What follows belongs to an exercise in optimizing a design on an open flow for small area and a short achievable clock period; a production flow would make more cautious choices. Where RTL was checked, it was by simulation tests only, not by an equivalence proof against the original. Only the layout flow was run in run 2; the RTL was not checked for function there. Power and IR drop assume default switching activity.

==> flow/design.v, too long to show whole: its modules and the start of the top module <==
// module array_multiplier: 1277 lines
// module mult_fa: 10 lines
// module mult_xor: 7 lines
// module mult_xnor: 7 lines
// module mult_or: 7 lines
module array_multiplier (
	input  logic                     clk,
	input  logic                     reset,
	input  logic                     in_valid,
	input  mult_sizes_pkg::operand_t x,
	input  mult_sizes_pkg::operand_t y,
	output logic                     product_valid,
	output mult_sizes_pkg::product_t product
);
  // ...
==> flow/run.sh <==
#!/bin/bash
# synth_recipe.tcl (not shown) runs the flow's synth.tcl, then flattens the netlist and writes it again
# the make line also repeats each setting of config.mk as NAME=value (left out here)
make -C /OpenROAD-flow-scripts/flow DESIGN_CONFIG=/design/flow/config.mk WORK_HOME=/design/flow/orfs CLKGATE_MAP_FILE= SYNTH_SCRIPT=/design/flow/synth_recipe.tcl finish
==> flow/config.mk <==
export PLATFORM = sky130hd
export DESIGN_NAME = array_multiplier
export DESIGN_NICKNAME = array_multiplier
export VERILOG_FILES = /design/flow/design.v
export SDC_FILE = /design/flow/constraint.sdc
export NUM_CORES = 4
export LEC_CHECK = 0
export CAP_MARGIN = 20
export CORE_MARGIN = 2
export CORE_UTILIZATION = 40
export SETUP_SLACK_MARGIN = 3.0
export SLEW_MARGIN = 20
export SYNTH_HIERARCHICAL = 1
==> flow/constraint.sdc <==
create_clock -name core_clock -period 6.0 [get_ports {clk}]
set_input_delay 1.2000 -clock core_clock [delete_from_list [all_inputs] [get_ports {clk}]]
set_output_delay 1.2000 -clock core_clock [all_outputs]
set_load 0.01 [all_outputs]
==> impl_metrics.ini, run 1 <==
[run_status]
run_status = finished clean

[finish]
multi_input_comb_cells = 639
layout.cell_area.non_filler_sq_um = 11900
n_fill_cell = 2188
largest_register_ffs = 16
most-common-layout-cells = 223 x sky130_fd_sc_hd__nand2_1, 157 x sky130_fd_sc_hd__dfxtp_1, 106 x sky130_fd_sc_hd__fa_1, 89 x sky130_fd_sc_hd__fa_2, 45 x sky130_fd_sc_hd__xnor2_1

[synth]
yosys.area_share.adder_pct = 43.5
async_reset_ff_share_pct = 0
synth_simple_gate_area_share_pct = 13.5
syn_avg_cell_area_sq_um = 11.4

[pwr]
netSwitchingPower_uw = 2620
top_power_group = combinational logic
p_total_uw = 6800
cellPowerDensity_nw_per_um2 = 573

[critical_path]
r2r-start = r516
cp.arrival_ns = 3.35
critPathTopFamily = adder cells

[global_route]
met3_routing_resource_usage_after_global_routing_pct = 3.90
grt_use_met1_pct = 25.0

[clock_network]
cts_buffers = 17
ctsLongestPathBuffers = 2
path_clk_slew_ns = 0.07

[drt]
met2_wirelength_mm = 10.9

[placed_design]
numPortBuffers = 67

[worst_hold_path]
min_delay_path_depth = 0

[timing]
clock.fmax_mhz = 336
worst_hold_slack_ns = 0.323

[run]
timing.max_cap.violations = 0

[floorplan]
fp.coreArea_sq_um = 24200
==> inputs of run 2 (changes only) <==
==> flow/design.v (replaced) <==
`default_nettype none
package mult_sizes_pkg;
	localparam int OPERAND_WIDTH = 16;
	localparam int PRODUCT_WIDTH = 2 * OPERAND_WIDTH;
	localparam int ROW_COUNT = OPERAND_WIDTH - 1;
	typedef logic [OPERAND_WIDTH-1:0] operand_t;
	typedef logic [PRODUCT_WIDTH-1:0] product_t;
endpackage
`default_nettype wire
`default_nettype none
package adder_cell_pkg;
	function automatic logic [1:0] half_add(
		input logic a,
		input logic b
	);
		logic s;
		logic c;
		s = a ^ b;
		c = a & b;
		half_add = {c, s};
	endfunction
	function automatic logic [1:0] full_add(
		input logic a,
		input logic b,
		input logic cin
	);
		logic s;
		logic c;
		s = a ^ b ^ cin;
		c = (a & b) | (cin & (a ^ b));  
		full_add = {c, s};
	endfunction
endpackage
`default_nettype wire
`default_nettype none
module array_multiplier (
	input  logic                     clk,
	input  logic                     reset,
	input  logic                     in_valid,
	input  mult_sizes_pkg::operand_t x,
	input  mult_sizes_pkg::operand_t y,
	output logic                     product_valid,
	output mult_sizes_pkg::product_t product
);
	logic r922;
	logic r923;
	logic r924;
	logic r925;
	logic r926;
	logic r927;
	logic r928;
	logic r929;
	logic r930;
	logic r931;
	logic r932;
	logic r933;
	logic r934;
	logic r935;
	logic r936;
	logic r937;
	logic r938;
	logic r939;
	logic r940;
	logic r941;
	logic r942;
	logic r943;
	logic r944;
	logic r945;
	logic r946;
	logic r947;
	logic r948;
	logic r949;
	logic r950;
	logic r951;
	logic r952;
	logic r953;
	logic r954;
	logic r955;
	logic r956;
	logic r957;
	logic r958;
	logic r959;
	logic r960;
	logic r961;
	logic r962;
	logic r963;
	logic r964;
	logic r965;
	logic r966;
	logic r967;
	logic r968;
	logic r969;
	logic r970;
	logic r971;
	logic r972;
	logic r973;
	logic r974;
	logic r975;
	logic r976;
	logic r977;
	logic r978;
	logic r979;
	logic r980;
	logic r981;
	logic r982;
	logic r983;
	logic r984;
	logic r985;
	logic r986;
	logic r987;
	logic r988;
	logic r989;
	logic r990;
	logic r991;
	logic r992;
	logic r993;
	logic r994;
	logic r995;
	logic r996;
	logic r997;
	logic r998;
	logic r999;
	logic r1000;
	logic r1001;
	logic r1002;
	logic r1003;
	logic r1004;
	logic r1005;
	logic r1006;
	logic r1007;
	logic r1008;
	logic r1009;
	logic r1010;
	logic r1011;
	logic r1012;
	logic r1013;
	logic r1014;
	logic r1015;
	logic r1016;
	logic r1017;
	logic r1018;
	logic r1019;
	logic r1020;
	logic r1021;
	logic r1022;
	logic r1023;
	logic r1024;
	logic r1025;
	logic r1026;
	logic r1027;
	logic r1028;
	logic r1029;
	logic r1030;
	logic r1031;
	logic r1032;
	logic r1033;
	logic r1034;
	logic r1035;
	logic r1036;
	logic r1037;
	logic r1038;
	logic r1039;
	logic r1041;
	logic r1043;
	wire pp1 = ~(x[0] & y[0]);
	wire pp2 = ~(x[1] & y[0]);
	wire pp3 = ~(x[2] & y[0]);
	wire pp4 = ~(x[3] & y[0]);
	wire pp5 = ~(x[4] & y[0]);
	wire pp6 = ~(x[5] & y[0]);
	wire pp7 = ~(x[6] & y[0]);
	wire pp8 = ~(x[7] & y[0]);
	wire pp9 = ~(x[8] & y[0]);
	wire pp10 = ~(x[9] & y[0]);
	wire pp11 = ~(x[10] & y[0]);
	wire pp12 = ~(x[11] & y[0]);
	wire pp13 = ~(x[12] & y[0]);
	wire pp14 = ~(x[13] & y[0]);
	wire pp15 = ~(x[14] & y[0]);
	wire pp16 = ~(x[15] & y[0]);
	wire pp17 = ~(x[0] & y[1]);
	wire pp18 = ~(x[1] & y[1]);
	wire pp19 = ~(x[2] & y[1]);
	wire pp20 = ~(x[3] & y[1]);
	wire pp21 = ~(x[4] & y[1]);
	wire pp22 = ~(x[5] & y[1]);
	wire pp23 = ~(x[6] & y[1]);
	wire pp24 = ~(x[7] & y[1]);
	wire pp25 = ~(x[8] & y[1]);
	wire pp26 = ~(x[9] & y[1]);
	wire pp27 = ~(x[10] & y[1]);
	wire pp28 = ~(x[11] & y[1]);
	wire pp29 = ~(x[12] & y[1]);
	wire pp30 = ~(x[13] & y[1]);
	wire pp31 = ~(x[14] & y[1]);
	wire pp32 = ~(x[15] & y[1]);
	wire pp33 = ~(x[0] & y[2]);
	wire pp34 = ~(x[1] & y[2]);
	wire pp35 = ~(x[2] & y[2]);
	wire pp36 = ~(x[3] & y[2]);
	wire pp37 = ~(x[4] & y[2]);
	wire pp38 = ~(x[5] & y[2]);
	wire pp39 = ~(x[6] & y[2]);
	wire pp40 = ~(x[7] & y[2]);
	wire pp41 = ~(x[8] & y[2]);
	wire pp42 = ~(x[9] & y[2]);
	wire pp43 = ~(x[10] & y[2]);
	wire pp44 = ~(x[11] & y[2]);
	wire pp45 = ~(x[12] & y[2]);
	wire pp46 = ~(x[13] & y[2]);
	wire pp47 = ~(x[14] & y[2]);
	wire pp48 = ~(x[15] & y[2]);
	wire pp49 = ~(x[0] & y[3]);
	wire pp50 = ~(x[1] & y[3]);
	wire pp51 = ~(x[2] & y[3]);
	wire pp52 = ~(x[3] & y[3]);
	wire pp53 = ~(x[4] & y[3]);
	wire pp54 = ~(x[5] & y[3]);
	wire pp55 = ~(x[6] & y[3]);
	wire pp56 = ~(x[7] & y[3]);
	wire pp57 = ~(x[8] & y[3]);
	wire pp58 = ~(x[9] & y[3]);
	wire pp59 = ~(x[10] & y[3]);
	wire pp60 = ~(x[11] & y[3]);
	wire pp61 = ~(x[12] & y[3]);
	wire pp62 = ~(x[13] & y[3]);
	wire pp63 = ~(x[14] & y[3]);
	wire pp64 = ~(x[15] & y[3]);
	wire pp65 = ~(x[0] & y[4]);
	wire pp66 = ~(x[1] & y[4]);
	wire pp67 = ~(x[2] & y[4]);
	wire pp68 = ~(x[3] & y[4]);
	wire pp69 = ~(x[4] & y[4]);
	wire pp70 = ~(x[5] & y[4]);
	wire pp71 = ~(x[6] & y[4]);
	wire pp72 = ~(x[7] & y[4]);
	wire pp73 = ~(x[8] & y[4]);
	wire pp74 = ~(x[9] & y[4]);
	wire pp75 = ~(x[10] & y[4]);
	wire pp76 = ~(x[11] & y[4]);
	wire pp77 = ~(x[12] & y[4]);
	wire pp78 = ~(x[13] & y[4]);
	wire pp79 = ~(x[14] & y[4]);
	wire pp80 = ~(x[15] & y[4]);
	wire pp81 = ~(x[0] & y[5]);
	wire pp82 = ~(x[1] & y[5]);
	wire pp83 = ~(x[2] & y[5]);
	wire pp84 = ~(x[3] & y[5]);
	wire pp85 = ~(x[4] & y[5]);
	wire pp86 = ~(x[5] & y[5]);
	wire pp87 = ~(x[6] & y[5]);
	wire pp88 = ~(x[7] & y[5]);
	wire pp89 = ~(x[8] & y[5]);
	wire pp90 = ~(x[9] & y[5]);
	wire pp91 = ~(x[10] & y[5]);
	wire pp92 = ~(x[11] & y[5]);
	wire pp93 = ~(x[12] & y[5]);
	wire pp94 = ~(x[13] & y[5]);
	wire pp95 = ~(x[14] & y[5]);
	wire pp96 = ~(x[15] & y[5]);
	wire pp97 = ~(x[0] & y[6]);
	wire pp98 = ~(x[1] & y[6]);
	wire pp99 = ~(x[2] & y[6]);
	wire pp100 = ~(x[3] & y[6]);
	wire pp101 = ~(x[4] & y[6]);
	wire pp102 = ~(x[5] & y[6]);
	wire pp103 = ~(x[6] & y[6]);
	wire pp104 = ~(x[7] & y[6]);
	wire pp105 = ~(x[8] & y[6]);
	wire pp106 = ~(x[9] & y[6]);
	wire pp107 = ~(x[10] & y[6]);
	wire pp108 = ~(x[11] & y[6]);
	wire pp109 = ~(x[12] & y[6]);
	wire pp110 = ~(x[13] & y[6]);
	wire pp111 = ~(x[14] & y[6]);
	wire pp112 = ~(x[15] & y[6]);
	wire pp113 = ~(x[0] & y[7]);
	wire pp114 = ~(x[1] & y[7]);
	wire pp115 = ~(x[2] & y[7]);
	wire pp116 = ~(x[3] & y[7]);
	wire pp117 = ~(x[4] & y[7]);
	wire pp118 = ~(x[5] & y[7]);
	wire pp119 = ~(x[6] & y[7]);
	wire pp120 = ~(x[7] & y[7]);
	wire pp121 = ~(x[8] & y[7]);
	wire pp122 = ~(x[9] & y[7]);
	wire pp123 = ~(x[10] & y[7]);
	wire pp124 = ~(x[11] & y[7]);
	wire pp125 = ~(x[12] & y[7]);
	wire pp126 = ~(x[13] & y[7]);
	wire pp127 = ~(x[14] & y[7]);
	wire pp128 = ~(x[15] & y[7]);
	wire pp129 = ~(x[0] & y[8]);
	wire pp130 = ~(x[1] & y[8]);
	wire pp131 = ~(x[2] & y[8]);
	wire pp132 = ~(x[3] & y[8]);
	wire pp133 = ~(x[4] & y[8]);
	wire pp134 = ~(x[5] & y[8]);
	wire pp135 = ~(x[6] & y[8]);
	wire pp136 = ~(x[7] & y[8]);
	wire pp137 = ~(x[8] & y[8]);
	wire pp138 = ~(x[9] & y[8]);
	wire pp139 = ~(x[10] & y[8]);
	wire pp140 = ~(x[11] & y[8]);
	wire pp141 = ~(x[12] & y[8]);
	wire pp142 = ~(x[13] & y[8]);
	wire pp143 = ~(x[14] & y[8]);
	wire pp144 = ~(x[15] & y[8]);
	wire pp145 = ~(x[0] & y[9]);
	wire pp146 = ~(x[1] & y[9]);
	wire pp147 = ~(x[2] & y[9]);
	wire pp148 = ~(x[3] & y[9]);
	wire pp149 = ~(x[4] & y[9]);
	wire pp150 = ~(x[5] & y[9]);
	wire pp151 = ~(x[6] & y[9]);
	wire pp152 = ~(x[7] & y[9]);
	wire pp153 = ~(x[8] & y[9]);
	wire pp154 = ~(x[9] & y[9]);
	wire pp155 = ~(x[10] & y[9]);
	wire pp156 = ~(x[11] & y[9]);
	wire pp157 = ~(x[12] & y[9]);
	wire pp158 = ~(x[13] & y[9]);
	wire pp159 = ~(x[14] & y[9]);
	wire pp160 = ~(x[15] & y[9]);
	wire pp161 = ~(x[0] & y[10]);
	wire pp162 = ~(x[1] & y[10]);
	wire pp163 = ~(x[2] & y[10]);
	wire pp164 = ~(x[3] & y[10]);
	wire pp165 = ~(x[4] & y[10]);
	wire pp166 = ~(x[5] & y[10]);
	wire pp167 = ~(x[6] & y[10]);
	wire pp168 = ~(x[7] & y[10]);
	wire pp169 = ~(x[8] & y[10]);
	wire pp170 = ~(x[9] & y[10]);
	wire pp171 = ~(x[10] & y[10]);
	wire pp172 = ~(x[11] & y[10]);
	wire pp173 = ~(x[12] & y[10]);
	wire pp174 = ~(x[13] & y[10]);
	wire pp175 = ~(x[14] & y[10]);
	wire pp176 = ~(x[15] & y[10]);
	wire pp177 = ~(x[0] & y[11]);
	wire pp178 = ~(x[1] & y[11]);
	wire pp179 = ~(x[2] & y[11]);
	wire pp180 = ~(x[3] & y[11]);
	wire pp181 = ~(x[4] & y[11]);
	wire pp182 = ~(x[5] & y[11]);
	wire pp183 = ~(x[6] & y[11]);
	wire pp184 = ~(x[7] & y[11]);
	wire pp185 = ~(x[8] & y[11]);
	wire pp186 = ~(x[9] & y[11]);
	wire pp187 = ~(x[10] & y[11]);
	wire pp188 = ~(x[11] & y[11]);
	wire pp189 = ~(x[12] & y[11]);
	wire pp190 = ~(x[13] & y[11]);
	wire pp191 = ~(x[14] & y[11]);
	wire pp192 = ~(x[15] & y[11]);
	wire pp193 = ~(x[0] & y[12]);
	wire pp194 = ~(x[1] & y[12]);
	wire pp195 = ~(x[2] & y[12]);
	wire pp196 = ~(x[3] & y[12]);
	wire pp197 = ~(x[4] & y[12]);
	wire pp198 = ~(x[5] & y[12]);
	wire pp199 = ~(x[6] & y[12]);
	wire pp200 = ~(x[7] & y[12]);
	wire pp201 = ~(x[8] & y[12]);
	wire pp202 = ~(x[9] & y[12]);
	wire pp203 = ~(x[10] & y[12]);
	wire pp204 = ~(x[11] & y[12]);
	wire pp205 = ~(x[12] & y[12]);
	wire pp206 = ~(x[13] & y[12]);
	wire pp207 = ~(x[14] & y[12]);
	wire pp208 = ~(x[15] & y[12]);
	wire pp209 = ~(x[0] & y[13]);
	wire pp210 = ~(x[1] & y[13]);
	wire pp211 = ~(x[2] & y[13]);
	wire pp212 = ~(x[3] & y[13]);
	wire pp213 = ~(x[4] & y[13]);
	wire pp214 = ~(x[5] & y[13]);
	wire pp215 = ~(x[6] & y[13]);
	wire pp216 = ~(x[7] & y[13]);
	wire pp217 = ~(x[8] & y[13]);
	wire pp218 = ~(x[9] & y[13]);
	wire pp219 = ~(x[10] & y[13]);
	wire pp220 = ~(x[11] & y[13]);
	wire pp221 = ~(x[12] & y[13]);
	wire pp222 = ~(x[13] & y[13]);
	wire pp223 = ~(x[14] & y[13]);
	wire pp224 = ~(x[15] & y[13]);
	wire pp225 = ~(x[0] & y[14]);
	wire pp226 = ~(x[1] & y[14]);
	wire pp227 = ~(x[2] & y[14]);
	wire pp228 = ~(x[3] & y[14]);
	wire pp229 = ~(x[4] & y[14]);
	wire pp230 = ~(x[5] & y[14]);
	wire pp231 = ~(x[6] & y[14]);
	wire pp232 = ~(x[7] & y[14]);
	wire pp233 = ~(x[8] & y[14]);
	wire pp234 = ~(x[9] & y[14]);
	wire pp235 = ~(x[10] & y[14]);
	wire pp236 = ~(x[11] & y[14]);
	wire pp237 = ~(x[12] & y[14]);
	wire pp238 = ~(x[13] & y[14]);
	wire pp239 = ~(x[14] & y[14]);
	wire pp240 = ~(x[15] & y[14]);
	wire pp241 = ~(x[0] & y[15]);
	wire pp242 = ~(x[1] & y[15]);
	wire pp243 = ~(x[2] & y[15]);
	wire pp244 = ~(x[3] & y[15]);
	wire pp245 = ~(x[4] & y[15]);
	wire pp246 = ~(x[5] & y[15]);
	wire pp247 = ~(x[6] & y[15]);
	wire pp248 = ~(x[7] & y[15]);
	wire pp249 = ~(x[8] & y[15]);
	wire pp250 = ~(x[9] & y[15]);
	wire pp251 = ~(x[10] & y[15]);
	wire pp252 = ~(x[11] & y[15]);
	wire pp253 = ~(x[12] & y[15]);
	wire pp254 = ~(x[13] & y[15]);
	wire pp255 = ~(x[14] & y[15]);
	wire pp256 = ~(x[15] & y[15]);
	wire s257, c258;
	mult_xnor u_s257 (.a(pp3), .b(pp18), .y(s257));
	mult_or u_c258 (.a(pp3), .b(pp18), .y(c258));
	wire s259, c260;
	mult_fa u_s259 (.a(pp4), .b(pp19), .c(pp34), .s(s259), .co(c260));
	wire s261, c262;
	mult_xnor u_s261 (.a(pp49), .b(c258), .y(s261));
	mult_or u_c262 (.a(pp49), .b(c258), .y(c262));
	wire s263, c264;
	mult_fa u_s263 (.a(pp5), .b(pp20), .c(pp35), .s(s263), .co(c264));
	wire s265, c266;
	mult_fa u_s265 (.a(pp50), .b(pp65), .c(c260), .s(s265), .co(c266));
	wire s267, c268;
	mult_xnor u_s267 (.a(c262), .b(s263), .y(s267));
	mult_or u_c268 (.a(c262), .b(s263), .y(c268));
	wire s269, c270;
	mult_fa u_s269 (.a(pp6), .b(pp21), .c(pp36), .s(s269), .co(c270));
	wire s271, c272;
	mult_fa u_s271 (.a(pp51), .b(pp66), .c(pp81), .s(s271), .co(c272));
	wire s273, c274;
	mult_fa u_s273 (.a(c264), .b(s269), .c(s271), .s(s273), .co(c274));
	wire s275, c276;
	mult_xnor u_s275 (.a(c268), .b(c266), .y(s275));
	mult_or u_c276 (.a(c268), .b(c266), .y(c276));
	wire s277, c278;
	mult_fa u_s277 (.a(pp7), .b(pp22), .c(pp37), .s(s277), .co(c278));
	wire s279, c280;
	mult_fa u_s279 (.a(pp52), .b(pp67), .c(pp82), .s(s279), .co(c280));
	wire s281, c282;
	mult_fa u_s281 (.a(pp97), .b(c270), .c(c272), .s(s281), .co(c282));
	wire s283, c284;
	mult_fa u_s283 (.a(s277), .b(s279), .c(c274), .s(s283), .co(c284));
	wire s285, c286;
	mult_xnor u_s285 (.a(s281), .b(c276), .y(s285));
	mult_or u_c286 (.a(s281), .b(c276), .y(c286));
	wire s287, c288;
	mult_fa u_s287 (.a(pp8), .b(pp23), .c(pp38), .s(s287), .co(c288));
	wire s289, c290;
	mult_fa u_s289 (.a(pp53), .b(pp68), .c(pp83), .s(s289), .co(c290));
	wire s291, c292;
	mult_fa u_s291 (.a(pp98), .b(pp113), .c(c278), .s(s291), .co(c292));
	wire s293, c294;
	mult_fa u_s293 (.a(c280), .b(s287), .c(s289), .s(s293), .co(c294));
	wire s295, c296;
	mult_fa u_s295 (.a(c282), .b(s291), .c(s293), .s(s295), .co(c296));
	wire s297, c298;
	mult_xnor u_s297 (.a(c286), .b(c284), .y(s297));
	mult_or u_c298 (.a(c286), .b(c284), .y(c298));
	wire s299, c300;
	mult_fa u_s299 (.a(pp9), .b(pp24), .c(pp39), .s(s299), .co(c300));
	wire s301, c302;
	mult_fa u_s301 (.a(pp54), .b(pp69), .c(pp84), .s(s301), .co(c302));
	wire s303, c304;
	mult_fa u_s303 (.a(pp99), .b(pp114), .c(pp129), .s(s303), .co(c304));
	wire s305, c306;
	mult_fa u_s305 (.a(c288), .b(c290), .c(s299), .s(s305), .co(c306));
	wire s307, c308;
	mult_fa u_s307 (.a(s301), .b(s303), .c(c292), .s(s307), .co(c308));
	wire s309, c310;
	mult_fa u_s309 (.a(c294), .b(s305), .c(s307), .s(s309), .co(c310));
	wire s311, c312;
	mult_xnor u_s311 (.a(r922), .b(r923), .y(s311));
	mult_or u_c312 (.a(r922), .b(r923), .y(c312));
	wire s313, c314;
	mult_fa u_s313 (.a(pp10), .b(pp25), .c(pp40), .s(s313), .co(c314));
	wire s315, c316;
	mult_fa u_s315 (.a(pp55), .b(pp70), .c(pp85), .s(s315), .co(c316));
	wire s317, c318;
	mult_fa u_s317 (.a(pp100), .b(pp115), .c(pp130), .s(s317), .co(c318));
	wire s319, c320;
	mult_fa u_s319 (.a(pp145), .b(c300), .c(c302), .s(s319), .co(c320));
	wire s321, c322;
	mult_fa u_s321 (.a(c304), .b(s313), .c(s315), .s(s321), .co(c322));
	wire s323, c324;
	mult_fa u_s323 (.a(s317), .b(c306), .c(s319), .s(s323), .co(c324));
	wire s325, c326;
	mult_fa u_s325 (.a(s321), .b(c308), .c(s323), .s(s325), .co(c326));
	wire s327, c328;
	mult_xnor u_s327 (.a(r924), .b(c312), .y(s327));
	mult_or u_c328 (.a(r924), .b(c312), .y(c328));
	wire s329, c330;
	mult_fa u_s329 (.a(pp11), .b(pp26), .c(pp41), .s(s329), .co(c330));
	wire s331, c332;
	mult_fa u_s331 (.a(pp56), .b(pp71), .c(pp86), .s(s331), .co(c332));
	wire s333, c334;
	mult_fa u_s333 (.a(pp101), .b(pp116), .c(pp131), .s(s333), .co(c334));
	wire s335, c336;
	mult_fa u_s335 (.a(pp146), .b(pp161), .c(c314), .s(s335), .co(c336));
	wire s337, c338;
	mult_fa u_s337 (.a(c316), .b(c318), .c(s329), .s(s337), .co(c338));
	wire s339, c340;
	mult_fa u_s339 (.a(s331), .b(s333), .c(c320), .s(s339), .co(c340));
	wire s341, c342;
	mult_fa u_s341 (.a(c322), .b(s335), .c(s337), .s(s341), .co(c342));
	wire s343, c344;
	mult_fa u_s343 (.a(r925), .b(r926), .c(r927), .s(s343), .co(c344));
	wire s345, c346;
	mult_xnor u_s345 (.a(c328), .b(r928), .y(s345));
	mult_or u_c346 (.a(c328), .b(r928), .y(c346));
	wire s347, c348;
	mult_fa u_s347 (.a(pp12), .b(pp27), .c(pp42), .s(s347), .co(c348));
	wire s349, c350;
	mult_fa u_s349 (.a(pp57), .b(pp72), .c(pp87), .s(s349), .co(c350));
	wire s351, c352;
	mult_fa u_s351 (.a(pp102), .b(pp117), .c(pp132), .s(s351), .co(c352));
	wire s353, c354;
	mult_fa u_s353 (.a(pp147), .b(pp162), .c(pp177), .s(s353), .co(c354));
	wire s355, c356;
	mult_fa u_s355 (.a(c330), .b(c332), .c(c334), .s(s355), .co(c356));
	wire s357, c358;
	mult_fa u_s357 (.a(s347), .b(s349), .c(s351), .s(s357), .co(c358));
	wire s359, c360;
	mult_fa u_s359 (.a(s353), .b(c336), .c(c338), .s(s359), .co(c360));
	wire s361, c362;
	mult_fa u_s361 (.a(s355), .b(s357), .c(c340), .s(s361), .co(c362));
	wire s363, c364;
	mult_fa u_s363 (.a(r929), .b(r930), .c(r931), .s(s363), .co(c364));
	wire s365, c366;
	mult_xnor u_s365 (.a(c344), .b(s363), .y(s365));
	mult_or u_c366 (.a(c344), .b(s363), .y(c366));
	wire s367, c368;
	mult_fa u_s367 (.a(pp13), .b(pp28), .c(pp43), .s(s367), .co(c368));
	wire s369, c370;
	mult_fa u_s369 (.a(pp58), .b(pp73), .c(pp88), .s(s369), .co(c370));
	wire s371, c372;
	mult_fa u_s371 (.a(pp103), .b(pp118), .c(pp133), .s(s371), .co(c372));
	wire s373, c374;
	mult_fa u_s373 (.a(pp148), .b(pp163), .c(pp178), .s(s373), .co(c374));
	wire s375, c376;
	mult_fa u_s375 (.a(pp193), .b(c348), .c(c350), .s(s375), .co(c376));
	wire s377, c378;
	mult_fa u_s377 (.a(c352), .b(c354), .c(s367), .s(s377), .co(c378));
	wire s379, c380;
	mult_fa u_s379 (.a(s369), .b(s371), .c(s373), .s(s379), .co(c380));
	wire s381, c382;
	mult_fa u_s381 (.a(c356), .b(c358), .c(s375), .s(s381), .co(c382));
	wire s383, c384;
	mult_fa u_s383 (.a(s377), .b(s379), .c(c360), .s(s383), .co(c384));
	wire s385, c386;
	mult_fa u_s385 (.a(r932), .b(r933), .c(r934), .s(s385), .co(c386));
	wire s387, c388;
	mult_xnor u_s387 (.a(c364), .b(s385), .y(s387));
	mult_or u_c388 (.a(c364), .b(s385), .y(c388));
	wire s389, c390;
	mult_fa u_s389 (.a(pp14), .b(pp29), .c(pp44), .s(s389), .co(c390));
	wire s391, c392;
	mult_fa u_s391 (.a(pp59), .b(pp74), .c(pp89), .s(s391), .co(c392));
	wire s393, c394;
	mult_fa u_s393 (.a(pp104), .b(pp119), .c(pp134), .s(s393), .co(c394));
	wire s395, c396;
	mult_fa u_s395 (.a(pp149), .b(pp164), .c(pp179), .s(s395), .co(c396));
	wire s397, c398;
	mult_fa u_s397 (.a(pp194), .b(pp209), .c(c368), .s(s397), .co(c398));
	wire s399, c400;
	mult_fa u_s399 (.a(c370), .b(c372), .c(c374), .s(s399), .co(c400));
	wire s401, c402;
	mult_fa u_s401 (.a(s389), .b(s391), .c(s393), .s(s401), .co(c402));
	wire s403, c404;
	mult_fa u_s403 (.a(s395), .b(c376), .c(c378), .s(s403), .co(c404));
	wire s405, c406;
	mult_fa u_s405 (.a(c380), .b(s397), .c(s399), .s(s405), .co(c406));
	wire s407, c408;
	mult_fa u_s407 (.a(s401), .b(c382), .c(s403), .s(s407), .co(c408));
	wire s409, c410;
	mult_fa u_s409 (.a(r935), .b(r936), .c(c386), .s(s409), .co(c410));
	wire s411, c412;
	mult_xnor u_s411 (.a(r937), .b(c388), .y(s411));
	mult_or u_c412 (.a(r937), .b(c388), .y(c412));
	wire s413, c414;
	mult_fa u_s413 (.a(pp15), .b(pp30), .c(pp45), .s(s413), .co(c414));
	wire s415, c416;
	mult_fa u_s415 (.a(pp60), .b(pp75), .c(pp90), .s(s415), .co(c416));
	wire s417, c418;
	mult_fa u_s417 (.a(pp105), .b(pp120), .c(pp135), .s(s417), .co(c418));
	wire s419, c420;
	mult_fa u_s419 (.a(pp150), .b(pp165), .c(pp180), .s(s419), .co(c420));
	wire s421, c422;
	mult_fa u_s421 (.a(pp195), .b(pp210), .c(pp225), .s(s421), .co(c422));
	wire s423, c424;
	mult_fa u_s423 (.a(c390), .b(c392), .c(c394), .s(s423), .co(c424));
	wire s425, c426;
	mult_fa u_s425 (.a(c396), .b(s413), .c(s415), .s(s425), .co(c426));
	wire s427, c428;
	mult_fa u_s427 (.a(s417), .b(s419), .c(s421), .s(s427), .co(c428));
	wire s429, c430;
	mult_fa u_s429 (.a(c398), .b(c400), .c(c402), .s(s429), .co(c430));
	wire s431, c432;
	mult_fa u_s431 (.a(s423), .b(s425), .c(s427), .s(s431), .co(c432));
	wire s433, c434;
	mult_fa u_s433 (.a(c404), .b(c406), .c(s429), .s(s433), .co(c434));
	wire s435, c436;
	mult_fa u_s435 (.a(r938), .b(r939), .c(r940), .s(s435), .co(c436));
	wire s437, c438;
	mult_xnor u_s437 (.a(c410), .b(c412), .y(s437));
	mult_or u_c438 (.a(c410), .b(c412), .y(c438));
	wire s439, c440;
	mult_fa u_s439 (.a(pp16), .b(pp31), .c(pp46), .s(s439), .co(c440));
	wire s441, c442;
	mult_fa u_s441 (.a(pp61), .b(pp76), .c(pp91), .s(s441), .co(c442));
	wire s443, c444;
	mult_fa u_s443 (.a(pp106), .b(pp121), .c(pp136), .s(s443), .co(c444));
	wire s445, c446;
	mult_fa u_s445 (.a(pp151), .b(pp166), .c(pp181), .s(s445), .co(c446));
	wire s447, c448;
	mult_fa u_s447 (.a(pp196), .b(pp211), .c(pp226), .s(s447), .co(c448));
	wire s449, c450;
	mult_fa u_s449 (.a(pp241), .b(c414), .c(c416), .s(s449), .co(c450));
	wire s451, c452;
	mult_fa u_s451 (.a(c418), .b(c420), .c(c422), .s(s451), .co(c452));
	wire s453, c454;
	mult_fa u_s453 (.a(s439), .b(s441), .c(s443), .s(s453), .co(c454));
	wire s455, c456;
	mult_fa u_s455 (.a(s445), .b(s447), .c(c424), .s(s455), .co(c456));
	wire s457, c458;
	mult_fa u_s457 (.a(c426), .b(c428), .c(s449), .s(s457), .co(c458));
	wire s459, c460;
	mult_fa u_s459 (.a(s451), .b(s453), .c(c430), .s(s459), .co(c460));
	wire s461, c462;
	mult_fa u_s461 (.a(s455), .b(c432), .c(s457), .s(s461), .co(c462));
	wire s463, c464;
	mult_fa u_s463 (.a(r941), .b(r942), .c(r943), .s(s463), .co(c464));
	wire s465, c466;
	mult_xnor u_s465 (.a(c436), .b(s463), .y(s465));
	mult_or u_c466 (.a(c436), .b(s463), .y(c466));
	wire s467, c468;
	mult_fa u_s467 (.a(pp32), .b(pp47), .c(pp62), .s(s467), .co(c468));
	wire s469, c470;
	mult_fa u_s469 (.a(pp77), .b(pp92), .c(pp107), .s(s469), .co(c470));
	wire s471, c472;
	mult_fa u_s471 (.a(pp122), .b(pp137), .c(pp152), .s(s471), .co(c472));
	wire s473, c474;
	mult_fa u_s473 (.a(pp167), .b(pp182), .c(pp197), .s(s473), .co(c474));
	wire s475, c476;
	mult_fa u_s475 (.a(pp212), .b(pp227), .c(pp242), .s(s475), .co(c476));
	wire s477, c478;
	mult_fa u_s477 (.a(c440), .b(c442), .c(c444), .s(s477), .co(c478));
	wire s479, c480;
	mult_fa u_s479 (.a(c446), .b(c448), .c(s467), .s(s479), .co(c480));
	wire s481, c482;
	mult_fa u_s481 (.a(s469), .b(s471), .c(s473), .s(s481), .co(c482));
	wire s483, c484;
	mult_fa u_s483 (.a(s475), .b(c450), .c(c452), .s(s483), .co(c484));
	wire s485, c486;
	mult_fa u_s485 (.a(c454), .b(s477), .c(s479), .s(s485), .co(c486));
	wire s487, c488;
	mult_fa u_s487 (.a(s481), .b(c456), .c(c458), .s(s487), .co(c488));
	wire s489, c490;
	mult_fa u_s489 (.a(r944), .b(r945), .c(r946), .s(s489), .co(c490));
	wire s491, c492;
	mult_fa u_s491 (.a(r947), .b(r948), .c(s489), .s(s491), .co(c492));
	wire s493, c494;
	mult_xnor u_s493 (.a(c464), .b(s491), .y(s493));
	mult_or u_c494 (.a(c464), .b(s491), .y(c494));
	wire s495, c496;
	mult_fa u_s495 (.a(pp48), .b(pp63), .c(pp78), .s(s495), .co(c496));
	wire s497, c498;
	mult_fa u_s497 (.a(pp93), .b(pp108), .c(pp123), .s(s497), .co(c498));
	wire s499, c500;
	mult_fa u_s499 (.a(pp138), .b(pp153), .c(pp168), .s(s499), .co(c500));
	wire s501, c502;
	mult_fa u_s501 (.a(pp183), .b(pp198), .c(pp213), .s(s501), .co(c502));
	wire s503, c504;
	mult_fa u_s503 (.a(pp228), .b(pp243), .c(c468), .s(s503), .co(c504));
	wire s505, c506;
	mult_fa u_s505 (.a(c470), .b(c472), .c(c474), .s(s505), .co(c506));
	wire s507, c508;
	mult_fa u_s507 (.a(c476), .b(s495), .c(s497), .s(s507), .co(c508));
	wire s509, c510;
	mult_fa u_s509 (.a(s499), .b(s501), .c(c478), .s(s509), .co(c510));
	wire s511, c512;
	mult_fa u_s511 (.a(c480), .b(c482), .c(s503), .s(s511), .co(c512));
	wire s513, c514;
	mult_fa u_s513 (.a(s505), .b(s507), .c(c484), .s(s513), .co(c514));
	wire s515, c516;
	mult_fa u_s515 (.a(s509), .b(c486), .c(s511), .s(s515), .co(c516));
	wire s517, c518;
	mult_fa u_s517 (.a(r949), .b(r950), .c(c490), .s(s517), .co(c518));
	wire s519, c520;
	mult_fa u_s519 (.a(r951), .b(s517), .c(c492), .s(s519), .co(c520));
	wire s521, c522;
	mult_fa u_s521 (.a(pp64), .b(pp79), .c(pp94), .s(s521), .co(c522));
	wire s523, c524;
	mult_fa u_s523 (.a(pp109), .b(pp124), .c(pp139), .s(s523), .co(c524));
	wire s525, c526;
	mult_fa u_s525 (.a(pp154), .b(pp169), .c(pp184), .s(s525), .co(c526));
	wire s527, c528;
	mult_fa u_s527 (.a(pp199), .b(pp214), .c(pp229), .s(s527), .co(c528));
	wire s529, c530;
	mult_fa u_s529 (.a(pp244), .b(c496), .c(c498), .s(s529), .co(c530));
	wire s531, c532;
	mult_fa u_s531 (.a(c500), .b(c502), .c(s521), .s(s531), .co(c532));
	wire s533, c534;
	mult_fa u_s533 (.a(s523), .b(s525), .c(s527), .s(s533), .co(c534));
	wire s535, c536;
	mult_fa u_s535 (.a(c504), .b(c506), .c(c508), .s(s535), .co(c536));
	wire s537, c538;
	mult_fa u_s537 (.a(s529), .b(s531), .c(s533), .s(s537), .co(c538));
	wire s539, c540;
	mult_fa u_s539 (.a(c510), .b(c512), .c(s535), .s(s539), .co(c540));
	wire s541, c542;
	mult_fa u_s541 (.a(r952), .b(r953), .c(r954), .s(s541), .co(c542));
	wire s543, c544;
	mult_fa u_s543 (.a(r955), .b(c518), .c(s541), .s(s543), .co(c544));
	wire s545, c546;
	mult_fa u_s545 (.a(pp80), .b(pp95), .c(pp110), .s(s545), .co(c546));
	wire s547, c548;
	mult_fa u_s547 (.a(pp125), .b(pp140), .c(pp155), .s(s547), .co(c548));
	wire s549, c550;
	mult_fa u_s549 (.a(pp170), .b(pp185), .c(pp200), .s(s549), .co(c550));
	wire s551, c552;
	mult_fa u_s551 (.a(pp215), .b(pp230), .c(pp245), .s(s551), .co(c552));
	wire s553, c554;
	mult_fa u_s553 (.a(c522), .b(c524), .c(c526), .s(s553), .co(c554));
	wire s555, c556;
	mult_fa u_s555 (.a(c528), .b(s545), .c(s547), .s(s555), .co(c556));
	wire s557, c558;
	mult_fa u_s557 (.a(s549), .b(s551), .c(c530), .s(s557), .co(c558));
	wire s559, c560;
	mult_fa u_s559 (.a(c532), .b(c534), .c(s553), .s(s559), .co(c560));
	wire s561, c562;
	mult_fa u_s561 (.a(s555), .b(c536), .c(s557), .s(s561), .co(c562));
	wire s563, c564;
	mult_fa u_s563 (.a(r956), .b(r957), .c(r958), .s(s563), .co(c564));
	wire s565, c566;
	mult_fa u_s565 (.a(r959), .b(s563), .c(c542), .s(s565), .co(c566));
	wire s567, c568;
	mult_fa u_s567 (.a(pp96), .b(pp111), .c(pp126), .s(s567), .co(c568));
	wire s569, c570;
	mult_fa u_s569 (.a(pp141), .b(pp156), .c(pp171), .s(s569), .co(c570));
	wire s571, c572;
	mult_fa u_s571 (.a(pp186), .b(pp201), .c(pp216), .s(s571), .co(c572));
	wire s573, c574;
	mult_fa u_s573 (.a(pp231), .b(pp246), .c(c546), .s(s573), .co(c574));
	wire s575, c576;
	mult_fa u_s575 (.a(c548), .b(c550), .c(c552), .s(s575), .co(c576));
	wire s577, c578;
	mult_fa u_s577 (.a(s567), .b(s569), .c(s571), .s(s577), .co(c578));
	wire s579, c580;
	mult_fa u_s579 (.a(c554), .b(c556), .c(s573), .s(s579), .co(c580));
	wire s581, c582;
	mult_fa u_s581 (.a(s575), .b(s577), .c(c558), .s(s581), .co(c582));
	wire s583, c584;
	mult_fa u_s583 (.a(r960), .b(r961), .c(r962), .s(s583), .co(c584));
	wire s585, c586;
	mult_fa u_s585 (.a(r963), .b(c564), .c(s583), .s(s585), .co(c586));
	wire s587, c588;
	mult_fa u_s587 (.a(pp112), .b(pp127), .c(pp142), .s(s587), .co(c588));
	wire s589, c590;
	mult_fa u_s589 (.a(pp157), .b(pp172), .c(pp187), .s(s589), .co(c590));
	wire s591, c592;
	mult_fa u_s591 (.a(pp202), .b(pp217), .c(pp232), .s(s591), .co(c592));
	wire s593, c594;
	mult_fa u_s593 (.a(pp247), .b(c568), .c(c570), .s(s593), .co(c594));
	wire s595, c596;
	mult_fa u_s595 (.a(c572), .b(s587), .c(s589), .s(s595), .co(c596));
	wire s597, c598;
	mult_fa u_s597 (.a(s591), .b(c574), .c(c576), .s(s597), .co(c598));
	wire s599, c600;
	mult_fa u_s599 (.a(c578), .b(s593), .c(s595), .s(s599), .co(c600));
	wire s601, c602;
	mult_fa u_s601 (.a(r964), .b(r965), .c(r966), .s(s601), .co(c602));
	wire s603, c604;
	mult_fa u_s603 (.a(r967), .b(c584), .c(s601), .s(s603), .co(c604));
	wire s605, c606;
	mult_fa u_s605 (.a(pp128), .b(pp143), .c(pp158), .s(s605), .co(c606));
	wire s607, c608;
	mult_fa u_s607 (.a(pp173), .b(pp188), .c(pp203), .s(s607), .co(c608));
	wire s609, c610;
	mult_fa u_s609 (.a(pp218), .b(pp233), .c(pp248), .s(s609), .co(c610));
	wire s611, c612;
	mult_fa u_s611 (.a(c588), .b(c590), .c(c592), .s(s611), .co(c612));
	wire s613, c614;
	mult_fa u_s613 (.a(s605), .b(s607), .c(s609), .s(s613), .co(c614));
	wire s615, c616;
	mult_fa u_s615 (.a(c594), .b(c596), .c(s611), .s(s615), .co(c616));
	wire s617, c618;
	mult_fa u_s617 (.a(s613), .b(c598), .c(c600), .s(s617), .co(c618));
	wire s619, c620;
	mult_fa u_s619 (.a(r968), .b(c602), .c(r969), .s(s619), .co(c620));
	wire s621, c622;
	mult_fa u_s621 (.a(pp144), .b(pp159), .c(pp174), .s(s621), .co(c622));
	wire s623, c624;
	mult_fa u_s623 (.a(pp189), .b(pp204), .c(pp219), .s(s623), .co(c624));
	wire s625, c626;
	mult_fa u_s625 (.a(pp234), .b(pp249), .c(c606), .s(s625), .co(c626));
	wire s627, c628;
	mult_fa u_s627 (.a(c608), .b(c610), .c(s621), .s(s627), .co(c628));
	wire s629, c630;
	mult_fa u_s629 (.a(s623), .b(c612), .c(c614), .s(s629), .co(c630));
	wire s631, c632;
	mult_fa u_s631 (.a(s625), .b(s627), .c(c616), .s(s631), .co(c632));
	wire s633, c634;
	mult_fa u_s633 (.a(r970), .b(r971), .c(r972), .s(s633), .co(c634));
	wire s635, c636;
	mult_fa u_s635 (.a(pp160), .b(pp175), .c(pp190), .s(s635), .co(c636));
	wire s637, c638;
	mult_fa u_s637 (.a(pp205), .b(pp220), .c(pp235), .s(s637), .co(c638));
	wire s639, c640;
	mult_fa u_s639 (.a(pp250), .b(c622), .c(c624), .s(s639), .co(c640));
	wire s641, c642;
	mult_fa u_s641 (.a(s635), .b(s637), .c(c626), .s(s641), .co(c642));
	wire s643, c644;
	mult_fa u_s643 (.a(c628), .b(s639), .c(c630), .s(s643), .co(c644));
	wire s645, c646;
	mult_fa u_s645 (.a(r973), .b(r974), .c(r975), .s(s645), .co(c646));
	wire s647, c648;
	mult_fa u_s647 (.a(pp176), .b(pp191), .c(pp206), .s(s647), .co(c648));
	wire s649, c650;
	mult_fa u_s649 (.a(pp221), .b(pp236), .c(pp251), .s(s649), .co(c650));
	wire s651, c652;
	mult_fa u_s651 (.a(c636), .b(c638), .c(s647), .s(s651), .co(c652));
	wire s653, c654;
	mult_fa u_s653 (.a(s649), .b(c640), .c(s651), .s(s653), .co(c654));
	wire s655, c656;
	mult_fa u_s655 (.a(r976), .b(r977), .c(r978), .s(s655), .co(c656));
	wire s657, c658;
	mult_fa u_s657 (.a(pp192), .b(pp207), .c(pp222), .s(s657), .co(c658));
	wire s659, c660;
	mult_fa u_s659 (.a(pp237), .b(pp252), .c(c648), .s(s659), .co(c660));
	wire s661, c662;
	mult_fa u_s661 (.a(c650), .b(s657), .c(c652), .s(s661), .co(c662));
	wire s663, c664;
	mult_fa u_s663 (.a(s659), .b(c654), .c(s661), .s(s663), .co(c664));
	wire s665, c666;
	mult_fa u_s665 (.a(pp208), .b(pp223), .c(pp238), .s(s665), .co(c666));
	wire s667, c668;
	mult_fa u_s667 (.a(pp253), .b(c658), .c(s665), .s(s667), .co(c668));
	wire s669, c670;
	mult_fa u_s669 (.a(c660), .b(s667), .c(c662), .s(s669), .co(c670));
	wire s671, c672;
	mult_fa u_s671 (.a(pp224), .b(pp239), .c(pp254), .s(s671), .co(c672));
	wire s673, c674;
	mult_fa u_s673 (.a(c666), .b(s671), .c(c668), .s(s673), .co(c674));
	wire s675, c676;
	mult_fa u_s675 (.a(pp240), .b(pp255), .c(c672), .s(s675), .co(c676));
	wire t677 = ~pp1;
	wire g678 = pp2 & pp17;
	wire p679 = pp2 ^ pp17;
	wire g680 = pp33 & s257;
	wire p681 = pp33 ^ s257;
	wire g682 = s261 & s259;
	wire p683 = s261 ^ s259;
	wire g684 = s267 & s265;
	wire p685 = s267 ^ s265;
	wire g686 = s273 & s275;
	wire p687 = s273 ^ s275;
	wire g688 = s285 & s283;
	wire p689 = s285 ^ s283;
	wire g690 = s295 & s297;
	wire p691 = s295 ^ s297;
	wire g692 = s311 & r979;
	wire p693 = s311 ^ r979;
	wire g694 = s327 & r980;
	wire p695 = s327 ^ r980;
	wire g696 = s343 & s345;
	wire p697 = s343 ^ s345;
	wire g698 = c346 & s365;
	wire p699 = c346 ^ s365;
	wire g700 = c366 & s387;
	wire p701 = c366 ^ s387;
	wire g702 = s409 & s411;
	wire p703 = s409 ^ s411;
	wire g704 = s435 & s437;
	wire p705 = s435 ^ s437;
	wire g706 = c438 & s465;
	wire p707 = c438 ^ s465;
	wire g708 = c466 & s493;
	wire p709 = c466 ^ s493;
	wire g710 = c494 & s519;
	wire p711 = c494 ^ s519;
	wire g712 = c520 & s543;
	wire p713 = c520 ^ s543;
	wire g714 = c544 & s565;
	wire p715 = c544 ^ s565;
	wire g716 = s585 & c566;
	wire p717 = s585 ^ c566;
	wire g718 = c586 & s603;
	wire p719 = c586 ^ s603;
	wire g720 = c604 & s619;
	wire p721 = c604 ^ s619;
	wire g722 = s633 & c620;
	wire p723 = s633 ^ c620;
	wire g724 = s645 & c634;
	wire p725 = s645 ^ c634;
	wire g726 = c646 & s655;
	wire p727 = c646 ^ s655;
	wire g728 = c656 & r981;
	wire p729 = c656 ^ r981;
	wire g730 = r982 & r983;
	wire p731 = r982 ^ r983;
	wire g732 = s673 & c670;
	wire p733 = s673 ^ c670;
	wire g734 = s675 & c674;
	wire p735 = s675 ^ c674;
	wire g736 = pp256 & c676;
	wire p737 = pp256 ^ c676;
	wire q738 = pp1 | t677;
	wire q739 = g678 | (p679 & q738);
	wire a740 = p679 & t677;
	wire q741 = g682 | (p683 & g680);
	wire a742 = p683 & p681;
	wire q743 = r984 | (r985 & r986);
	wire a744 = r985 & r987;
	wire q745 = r988 | (r989 & r990);
	wire a746 = r989 & r991;
	wire q747 = g694 | (p695 & g692);
	wire a748 = p695 & p693;
	wire q749 = g698 | (p699 & g696);
	wire a750 = p699 & p697;
	wire q751 = g702 | (p703 & g700);
	wire a752 = p703 & p701;
	wire q753 = g706 | (p707 & g704);
	wire a754 = p707 & p705;
	wire q755 = g710 | (p711 & g708);
	wire a756 = p711 & p709;
	wire q757 = g714 | (p715 & g712);
	wire a758 = p715 & p713;
	wire q759 = g718 | (p719 & g716);
	wire a760 = p719 & p717;
	wire q761 = g722 | (p723 & g720);
	wire a762 = p723 & p721;
	wire q763 = g726 | (p727 & g724);
	wire a764 = p727 & p725;
	wire q765 = g730 | (p731 & g728);
	wire a766 = p731 & p729;
	wire q767 = r992 | (r993 & r994);
	wire a768 = r993 & r995;
	wire q769 = g680 | (p681 & q739);
	wire a770 = p681 & a740;
	wire q771 = q741 | (a742 & q739);
	wire a772 = a742 & a740;
	wire q773 = r990 | (r991 & q743);
	wire a774 = r991 & a744;
	wire q775 = q745 | (a746 & q743);
	wire a776 = a746 & a744;
	wire q777 = g696 | (p697 & q747);
	wire a778 = p697 & a748;
	wire q779 = q749 | (a750 & q747);
	wire a780 = a750 & a748;
	wire q781 = g704 | (p705 & q751);
	wire a782 = p705 & a752;
	wire q783 = q753 | (a754 & q751);
	wire a784 = a754 & a752;
	wire q785 = g712 | (p713 & q755);
	wire a786 = p713 & a756;
	wire q787 = q757 | (a758 & q755);
	wire a788 = a758 & a756;
	wire q789 = g720 | (p721 & q759);
	wire a790 = p721 & a760;
	wire q791 = q761 | (a762 & q759);
	wire a792 = a762 & a760;
	wire q793 = g728 | (p729 & q763);
	wire a794 = r996 & r997;
	wire q795 = q765 | (a766 & q763);
	wire a796 = a766 & a764;
	wire q797 = r998 | (r999 & q767);
	wire a798 = r999 & a768;
	wire q799 = r986 | (r987 & r1000);
	wire a800 = r987 & r1001;
	wire q801 = q743 | (a744 & r1000);
	wire a802 = a744 & r1001;
	wire q803 = q773 | (a774 & r1000);
	wire a804 = a774 & r1001;
	wire q805 = q775 | (a776 & r1000);
	wire a806 = a776 & r1001;
	wire q807 = g700 | (p701 & q779);
	wire a808 = p701 & a780;
	wire q809 = q751 | (a752 & q779);
	wire a810 = a752 & a780;
	wire q811 = q781 | (a782 & q779);
	wire a812 = a782 & a780;
	wire q813 = q783 | (a784 & q779);
	wire a814 = a784 & a780;
	wire q815 = g716 | (p717 & q787);
	wire a816 = p717 & a788;
	wire q817 = q759 | (a760 & q787);
	wire a818 = a760 & a788;
	wire q819 = q789 | (a790 & q787);
	wire a820 = a790 & a788;
	wire q821 = q791 | (a792 & q787);
	wire a822 = a792 & a788;
	wire q823 = r994 | (r995 & q795);
	wire a824 = r1002 & r1003;
	wire q825 = q767 | (a768 & q795);
	wire a826 = a768 & a796;
	wire q827 = q797 | (a798 & q795);
	wire a828 = a798 & a796;
	wire q829 = g692 | (p693 & q805);
	wire a830 = p693 & a806;
	wire q831 = q747 | (a748 & q805);
	wire a832 = a748 & a806;
	wire q833 = q777 | (a778 & q805);
	wire a834 = a778 & a806;
	wire q835 = q779 | (a780 & q805);
	wire a836 = a780 & a806;
	wire q837 = q807 | (a808 & q805);
	wire a838 = a808 & a806;
	wire q839 = q809 | (a810 & q805);
	wire a840 = a810 & a806;
	wire q841 = q811 | (a812 & q805);
	wire a842 = a812 & a806;
	wire q843 = q813 | (a814 & q805);
	wire a844 = a814 & a806;
	wire q845 = g724 | (p725 & q821);
	wire a846 = r1004 & r1005;
	wire q847 = q763 | (a764 & q821);
	wire a848 = r997 & r1005;
	wire q849 = r1006 | (a794 & r1007);
	wire a850 = a794 & r1005;
	wire q851 = q795 | (a796 & q821);
	wire a852 = r1003 & r1005;
	wire q853 = r1008 | (a824 & r1007);
	wire a854 = a824 & r1005;
	wire q855 = r1009 | (r1010 & r1007);
	wire a856 = r1010 & r1005;
	wire q857 = q827 | (a828 & q821);
	wire a858 = r1011 & r1005;
	wire q859 = r1012 | (r1013 & r1014);
	wire a860 = r1013 & r1015;
	wire q861 = q755 | (a756 & q843);
	wire a862 = a756 & a844;
	wire q863 = q785 | (a786 & q843);
	wire a864 = a786 & a844;
	wire q865 = q787 | (a788 & q843);
	wire a866 = a788 & a844;
	wire q867 = q815 | (a816 & q843);
	wire a868 = a816 & a844;
	wire q869 = q817 | (a818 & q843);
	wire a870 = a818 & a844;
	wire q871 = q819 | (a820 & q843);
	wire a872 = a820 & a844;
	wire q873 = r1007 | (r1005 & r1014);
	wire a874 = a822 & a844;
	wire q875 = r1016 | (a846 & r1014);
	wire a876 = a846 & r1015;
	wire q877 = r1017 | (a848 & r1014);
	wire a878 = a848 & r1015;
	wire q879 = q849 | (a850 & r1014);
	wire a880 = a850 & r1015;
	wire q881 = r1018 | (a852 & r1014);
	wire a882 = a852 & r1015;
	wire q883 = q853 | (a854 & r1014);
	wire a884 = a854 & r1015;
	wire q885 = q855 | (a856 & r1014);
	wire a886 = a856 & r1015;
	wire q887 = r1019 | (a858 & r1014);
	wire a888 = a858 & r1015;
	wire t889 = ~r1021;
	assign product[0] = ~t889;
	wire x891;
	mult_xnor u_x891 (.a(p679), .b(q738), .y(x891));
	wire x892;
	mult_xnor u_x892 (.a(p681), .b(q739), .y(x892));
	wire x893;
	mult_xnor u_x893 (.a(p683), .b(q769), .y(x893));
	wire x894;
	mult_xnor u_x894 (.a(r987), .b(r1000), .y(x894));
	wire x895;
	mult_xnor u_x895 (.a(r985), .b(q799), .y(x895));
	wire x896;
	mult_xnor u_x896 (.a(r991), .b(q801), .y(x896));
	wire x897;
	mult_xnor u_x897 (.a(r989), .b(q803), .y(x897));
	wire x898;
	mult_xnor u_x898 (.a(p693), .b(q805), .y(x898));
	wire x899;
	mult_xnor u_x899 (.a(p695), .b(q829), .y(x899));
	wire x900;
	mult_xnor u_x900 (.a(p697), .b(q831), .y(x900));
	wire x901;
	mult_xnor u_x901 (.a(p699), .b(q833), .y(x901));
	wire x902;
	mult_xnor u_x902 (.a(p701), .b(q835), .y(x902));
	wire x903;
	mult_xnor u_x903 (.a(p703), .b(q837), .y(x903));
	wire x904;
	mult_xnor u_x904 (.a(p705), .b(q839), .y(x904));
	wire x905;
	mult_xnor u_x905 (.a(p707), .b(q841), .y(x905));
	mult_xnor u_x906 (.a(r1013), .b(r1014), .y(product[16]));
	mult_xnor u_x907 (.a(r1022), .b(q859), .y(product[17]));
	mult_xnor u_x908 (.a(r1023), .b(r1024), .y(product[18]));
	mult_xnor u_x909 (.a(r1025), .b(r1026), .y(product[19]));
	mult_xnor u_x910 (.a(r1027), .b(r1028), .y(product[20]));
	mult_xnor u_x911 (.a(r1029), .b(r1030), .y(product[21]));
	mult_xnor u_x912 (.a(r1031), .b(r1032), .y(product[22]));
	mult_xnor u_x913 (.a(r1033), .b(r1034), .y(product[23]));
	mult_xnor u_x914 (.a(r1004), .b(q873), .y(product[24]));
	mult_xnor u_x915 (.a(r1035), .b(q875), .y(product[25]));
	mult_xnor u_x916 (.a(r996), .b(q877), .y(product[26]));
	mult_xnor u_x917 (.a(r1036), .b(q879), .y(product[27]));
	mult_xnor u_x918 (.a(r1002), .b(q881), .y(product[28]));
	mult_xnor u_x919 (.a(r1037), .b(q883), .y(product[29]));
	mult_xnor u_x920 (.a(r1038), .b(q885), .y(product[30]));
	assign product[31] = ~q887;
	always_ff @(posedge clk) begin
		r922 <= c296;
		r923 <= c298;
		r924 <= c310;
		r925 <= c324;
		r926 <= s339;
		r927 <= s341;
		r928 <= c326;
		r929 <= c342;
		r930 <= s359;
		r931 <= s361;
		r932 <= s381;
		r933 <= c362;
		r934 <= s383;
		r935 <= s405;
		r936 <= c384;
		r937 <= s407;
		r938 <= s431;
		r939 <= c408;
		r940 <= s433;
		r941 <= s459;
		r942 <= c434;
		r943 <= s461;
		r944 <= s483;
		r945 <= s485;
		r946 <= c460;
		r947 <= s487;
		r948 <= c462;
		r949 <= c488;
		r950 <= s513;
		r951 <= s515;
		r952 <= s537;
		r953 <= c514;
		r954 <= c516;
		r955 <= s539;
		r956 <= c538;
		r957 <= s559;
		r958 <= s561;
		r959 <= c540;
		r960 <= c560;
		r961 <= s579;
		r962 <= c562;
		r963 <= s581;
		r964 <= c580;
		r965 <= s597;
		r966 <= s599;
		r967 <= c582;
		r968 <= s615;
		r969 <= s617;
		r970 <= s629;
		r971 <= s631;
		r972 <= c618;
		r973 <= s641;
		r974 <= c632;
		r975 <= s643;
		r976 <= c642;
		r977 <= s653;
		r978 <= c644;
		r979 <= s309;
		r980 <= s325;
		r981 <= s663;
		r982 <= s669;
		r983 <= c664;
		r984 <= g686;
		r985 <= p687;
		r986 <= g684;
		r987 <= p685;
		r988 <= g690;
		r989 <= p691;
		r990 <= g688;
		r991 <= p689;
		r992 <= g734;
		r993 <= p735;
		r994 <= g732;
		r995 <= p733;
		r996 <= p729;
		r997 <= a764;
		r998 <= g736;
		r999 <= p737;
		r1000 <= q771;
		r1001 <= a772;
		r1002 <= r995;
		r1003 <= a796;
		r1004 <= p725;
		r1005 <= a822;
		r1006 <= q793;
		r1007 <= q821;
		r1008 <= q823;
		r1009 <= q825;
		r1010 <= a826;
		r1011 <= a828;
		r1012 <= g708;
		r1013 <= p709;
		r1014 <= q843;
		r1015 <= a844;
		r1016 <= q845;
		r1017 <= q847;
		r1018 <= q851;
		r1019 <= q857;
		r1020 <= t677;
		r1021 <= r1020;
		r1022 <= p711;
		r1023 <= p713;
		r1024 <= q861;
		r1025 <= p715;
		r1026 <= q863;
		r1027 <= p717;
		r1028 <= q865;
		r1029 <= p719;
		r1030 <= q867;
		r1031 <= p721;
		r1032 <= q869;
		r1033 <= p723;
		r1034 <= q871;
		r1035 <= p727;
		r1036 <= p731;
		r1037 <= r993;
		r1038 <= r999;
		r1039 <= x891;
		product[1] <= r1039;
		r1041 <= x892;
		product[2] <= r1041;
		r1043 <= x893;
		product[3] <= r1043;
		product[4] <= x894;
		product[5] <= x895;
		product[6] <= x896;
		product[7] <= x897;
		product[8] <= x898;
		product[9] <= x899;
		product[10] <= x900;
		product[11] <= x901;
		product[12] <= x902;
		product[13] <= x903;
		product[14] <= x904;
		product[15] <= x905;
	end
	logic v1;
	always_ff @(posedge clk) begin
		if (reset) begin
			v1 <= 1'b0;
			product_valid <= 1'b0;
		end else begin
			v1 <= in_valid;
			product_valid <= v1;
		end
	end
endmodule
module mult_fa (
	input  logic a,
	input  logic b,
	input  logic c,
	output logic s,
	output logic co
);
	assign s  = a ^ b ^ c;
	assign co = (a & b) | (c & (a ^ b));
endmodule
module mult_xor (
	input  logic a,
	input  logic b,
	output logic y
);
	assign y = a ^ b;
endmodule
module mult_xnor (
	input  logic a,
	input  logic b,
	output logic y
);
	assign y = ~(a ^ b);
endmodule
module mult_or (
	input  logic a,
	input  logic b,
	output logic y
);
	assign y = a | b;
endmodule
`default_nettype wire
==> flow/flow/run.sh (new file) <==
#!/bin/bash
# Layout flow: the standard ORFS flow (standard.sh, unchanged synthesis),
# with smaller port buffers and a clock tree built from clkbuf_8 without
# dummy loads. Each tool's output goes to a log file in this folder.
set -euo pipefail
export BUFFER_PORTS_ARGS="-buffer_cell sky130_fd_sc_hd__buf_1"
export CTS_ARGS="-sink_clustering_enable -repair_clock_nets -buf_list sky130_fd_sc_hd__clkbuf_8 -dont_use_dummy_load"
bash standard.sh finish > flow_make.log 2>&1
==> flow/standard.sh (new file) <==
#!/bin/bash
# synth_recipe.tcl (not shown) runs the flow's synth.tcl, then flattens the netlist and writes it again
# the make line also repeats each setting of config.mk as NAME=value (left out here)
make -C /OpenROAD-flow-scripts/flow DESIGN_CONFIG=/design/flow/config.mk WORK_HOME=/design/flow/orfs CLKGATE_MAP_FILE= SYNTH_SCRIPT=/design/flow/synth_recipe.tcl "${@:-finish}"
==> flow/config.mk (replaced) <==
export PLATFORM = sky130hd
export DESIGN_NAME = array_multiplier
export DESIGN_NICKNAME = array_multiplier
export VERILOG_FILES = /design/flow/design.v
export SDC_FILE = /design/flow/constraint.sdc
export NUM_CORES = 4
export LEC_CHECK = 0
export CAP_MARGIN = 20
export CORE_MARGIN = 2
export CORE_UTILIZATION = 40
export SETUP_SLACK_MARGIN = 2.8
export SLEW_MARGIN = 20
export SYNTH_HIERARCHICAL = 1
removed: flow/run.sh
==> impl_metrics.ini, run 2 <==
[pwr]
power.internal_uw = 3290
p_leak_uw = 0.00375
p_seq_share_pct = 26.7
cellPowerDensity_nw_per_um2 = 552
comb_power_share_pct = 63.9
power_frac_clock_pct = 9.4
netSwitchingPower_uw = 2470
switching_share_pct = 42.9
irDropWorstVdd_mv = 0.304

[clock_network]
cts_buffers = 17
path_clk_slew_ns = 0.07
cts.hold.buffers_added = 0
cts.repair_timing.setup_buffer_count = 0
tritoncts = done
clock_tree.htree_level_count = 4
cts_sinks = 135
clock_insertion_delay_worst_skew_ns = 0.46
cts_root_buf = sky130_fd_sc_hd__clkbuf_8
ctsLongestPathBuffers = 2

[floorplan]
fp.coreArea_sq_um = 22800
initial_core_util_pct = 41.0
die_w_um = 157
die_outline_area_sq_um = 24600
die_y_um = 157
placement_row_count = 55
io-pin-count = 68

[synth]
synth_top_area_share_pct = 41.8
yosys.cell_count.top_type = sky130_fd_sc_hd__nand2_1
yosys.area_share.adder_pct = 45.8
area_fraction_in_compound_gates_after_synthesis_pct = 4.74
syn_avg_cell_area_sq_um = 11.1
async_reset_ff_share_pct = 0
distinct_cell_type_count_of_the_synthesized_netlist = 42
area_of_the_mapped_netlist_sq_um = 9350
ys_ff_latch = 135
synth_area_leader_cell = sky130_fd_sc_hd__fa_1
synth_simple_gate_area_share_pct = 13.6
sequential_cell_area_fraction_in_the_yosys_report_pct = 28.9
synth_enable_flop_cells = 0
post_synth_xor_area_fraction_pct = 4.22
muxShareOfSynthArea_pct = 0
synth_nets = 1101
ys_top_cells_by_count = 263 x sky130_fd_sc_hd__nand2_1, 195 x sky130_fd_sc_hd__fa_1, 135 x sky130_fd_sc_hd__dfxtp_1
synth_flop_cell = sky130_fd_sc_hd__dfxtp_1
ys_warn_count = 7
synth_top_family_by_area = adder cells
biggest_area_contributors_in_the_synthesized_netlist = sky130_fd_sc_hd__fa_1 42%, sky130_fd_sc_hd__dfxtp_1 29%, sky130_fd_sc_hd__nand2_1 11%, sky130_fd_sc_hd__xnor2_1 4.2%, sky130_fd_sc_hd__ha_1 4.0%
netlist_instances = 841

[drt]
routed_wirelength_mm = 21.8
met3_length_mm = 1.93
post-route-drc-count = 0
detailroute.via_count = 6045
wl_met1_mm = 9.56
post_drt_via_cell_ratio = 5.12
detail_route.first_pass.iterations = 5
wire_per_inst_um = 18.4
antenna_violating_nets_remaining = 0
detailedRoute.firstIterationViolations = 360
met2_wirelength_mm = 9.99
route.top_layer_used = met4

[run_status]
run_status = finished clean

[critical_path]
critPathRequiredTime_ns = 6.30
endpoint_kind = register
critPathLaunchType = input port
critPathKind = input port to register
rrSetupSlack_ns = 2.89
critical_path_peak_fanout = 10
cp.arrival_ns = 3.50

[run]
timing.max_cap.violations = 0

[global_route]
maximum_number_of_pins_on_one_net_before_global_route_repair = 18
globalRouteTotalUtil_pct = 19.0
grt_pass1_wl_mm = 35.0
grt_pass1_vias = 6580
antenna_found_initial = 0
grt_overflow = 0

[timing]
timing.final.crit_share_pct = 53.5
rsz0062_at_grt = yes
layout_setup_ws_ns = 2.79
clock_skew_ns = 0.0516
clock.fmax_mhz = 312
worst_hold_slack_ns = 0.327
final.min_clock_period_ns = 3.21
report.final.hold_viol_count = 0
totalNegativeSetupSlack_ns = 0
slew_viol_final = 0
final-setup-viol-count = 0

[placed_design]
numPortBuffers = 67
place.gp.congestion = 0.848
detailed_place_hpwl_mm = 15.8
detailedPlace.worstSlack_ns = 1.82

[finish]
largest_register_ffs = 15
largest_register = product
antenna-diode-count = 0
most-common-layout-cells = 244 x sky130_fd_sc_hd__nand2_1, 134 x sky130_fd_sc_hd__dfxtp_1, 121 x sky130_fd_sc_hd__fa_1, 74 x sky130_fd_sc_hd__fa_2, 45 x sky130_fd_sc_hd__xnor2_1
area_growth_syn_to_layout_pct = 11.8
final_nets = 1130
final_common_cell = sky130_fd_sc_hd__nand2_1
fraction_of_layout_instances_using_a_drive_strength_above_1_pct = 18.9

[worst_hold_path]
holdCritPathClass = register to register
run 2: changes by cell type in the layout (fill, tap and decap cells not counted), sizes merged, moves of 7 or more:
cell,previous run,this run
a221o,7,0
and2,13,6
buf,33,57
clkbuf,18,31
clkdlybuf4s50,24,0
dfxtp,160,135
dlygate4sd2,9,0
run 2: repair_timing:
item | 4_1_cts | 5_1_grt
resized for setup | 116 | 26
pin swaps | 1 | 4
endpoints found under the setup margin | 69 | 18
run 2: path summary, 6_finish.rpt:
| check | start | to | depth (start not counted) |
|---|---|---|---|
| hold reg to reg | r1041 | product[2] | 0 |
| setup / recovery | y[6] | r940 | 7 |
| hold / removal | r1041 | product[2] | 0 |
| setup reg to reg | r944 | r1016 | 9 |
run 2: modules after synthesis (local to each module, per instance):
| module | cells inside | flip-flops and latches | times used |
|---|---|---|---|
| mult_or | 1 | 0 | 15 |
| mult_fa | 1 | 0 | 195 |
| array_multiplier | 586 | 135 | 1 |
| mult_xnor | 1 | 0 | 45 |
run 2: power by group through the flow:
stage	Combinational (uW)	Sequential [uW]	Clock, uW
3_5_place_dp	3540	1560	0
2_1_floorplan	2730	1540	0
4_1_cts	3630	1540	570
6_report	3690	1540	543
3_3_place_gp	3520	1560	0
5_1_grt	4220	1580	601
run 2: metrics by stage:
stage	cell area (sq um)	cells	util, %	total power [uW]
finish	10500	1181	45.9	5770
CTS	10400	1181	45.6	5740
detailed placement	10100	1164	44.1	5100
global placement	10100	1164	44.1	5080
global route	10500	1181	45.9	6410
floorplan	10200	841	-	4270
run 2: cell type report:
cell class	count	area, sq um
repair buffers	71	404
flip-flops and latches	135	2700
inverters	5	18.8
fillers	2103	12300
well taps	313	392
clock buffers	17	234
multi-input cells	640	6700
run 2: per-layer routing:
metal,GRT usage [%],vias up
met3,5.53,25
met2,29.8,272
met4,4.67,0
met5,0,-
met1,26.1,3103
li1,-,2645
run 2: worst max-delay path: stages:
cell                      delay [ns]
sky130_fd_sc_hd__buf_4          0.18
sky130_fd_sc_hd__buf_8          0.17
sky130_fd_sc_hd__nand2_1        0.09
sky130_fd_sc_hd__fa_1           0.52
sky130_fd_sc_hd__fa_2           0.38
sky130_fd_sc_hd__fa_2           0.55
sky130_fd_sc_hd__fa_1           0.42
run 2: logic make-up (layout without fill, tap and decap cells):
kind of cell    Yosys count  after routing
compound gates           57             57
xor+xnor                 45             45
fa+ha+maj               225            225
buf+inv                  66             93
flops                   135            135
other cells               1              1
simple gates            312            312

==> afterwards: timing with drivers on the ports <==
How much do the figures lean on ideal ports? The routed layouts below were timed once more, with nothing changed but the port constraints. Step 1 (the two cells are an assumption about what drives the block):
set clk [get_ports {clk}]
set_driving_cell -lib_cell sky130_fd_sc_hd__clkbuf_16 $clk
set_driving_cell -lib_cell sky130_fd_sc_hd__buf_2 [delete_from_list [all_inputs] $clk]
Step 2, shift: input delay + t, output delay - t, t = (earliest + latest rising clock arrival at the registers) / 2. This alone moves slack from input paths to output paths. Three values: ideal, step 1, step 2; two values: the first two.
| run | t, ns | setup slack, ns | worst hold slack (ns) | worst setup path at the end |
|---|---|---|---|---|
| run 1 | 0.471 | 3.020 / 3.009 / 2.554 | 0.323 / 0.323 / 0.323 | input to register |
| run 2 | 0.474 | 2.791 / 2.800 / 2.326 | 0.327 / 0.327 / 0.327 | input to register |
After both steps every run listed still meets setup and hold. For run 1, which loses most, drivers alone change the setup slack by -0.011 ns; drivers and shift together by -0.466 ns.
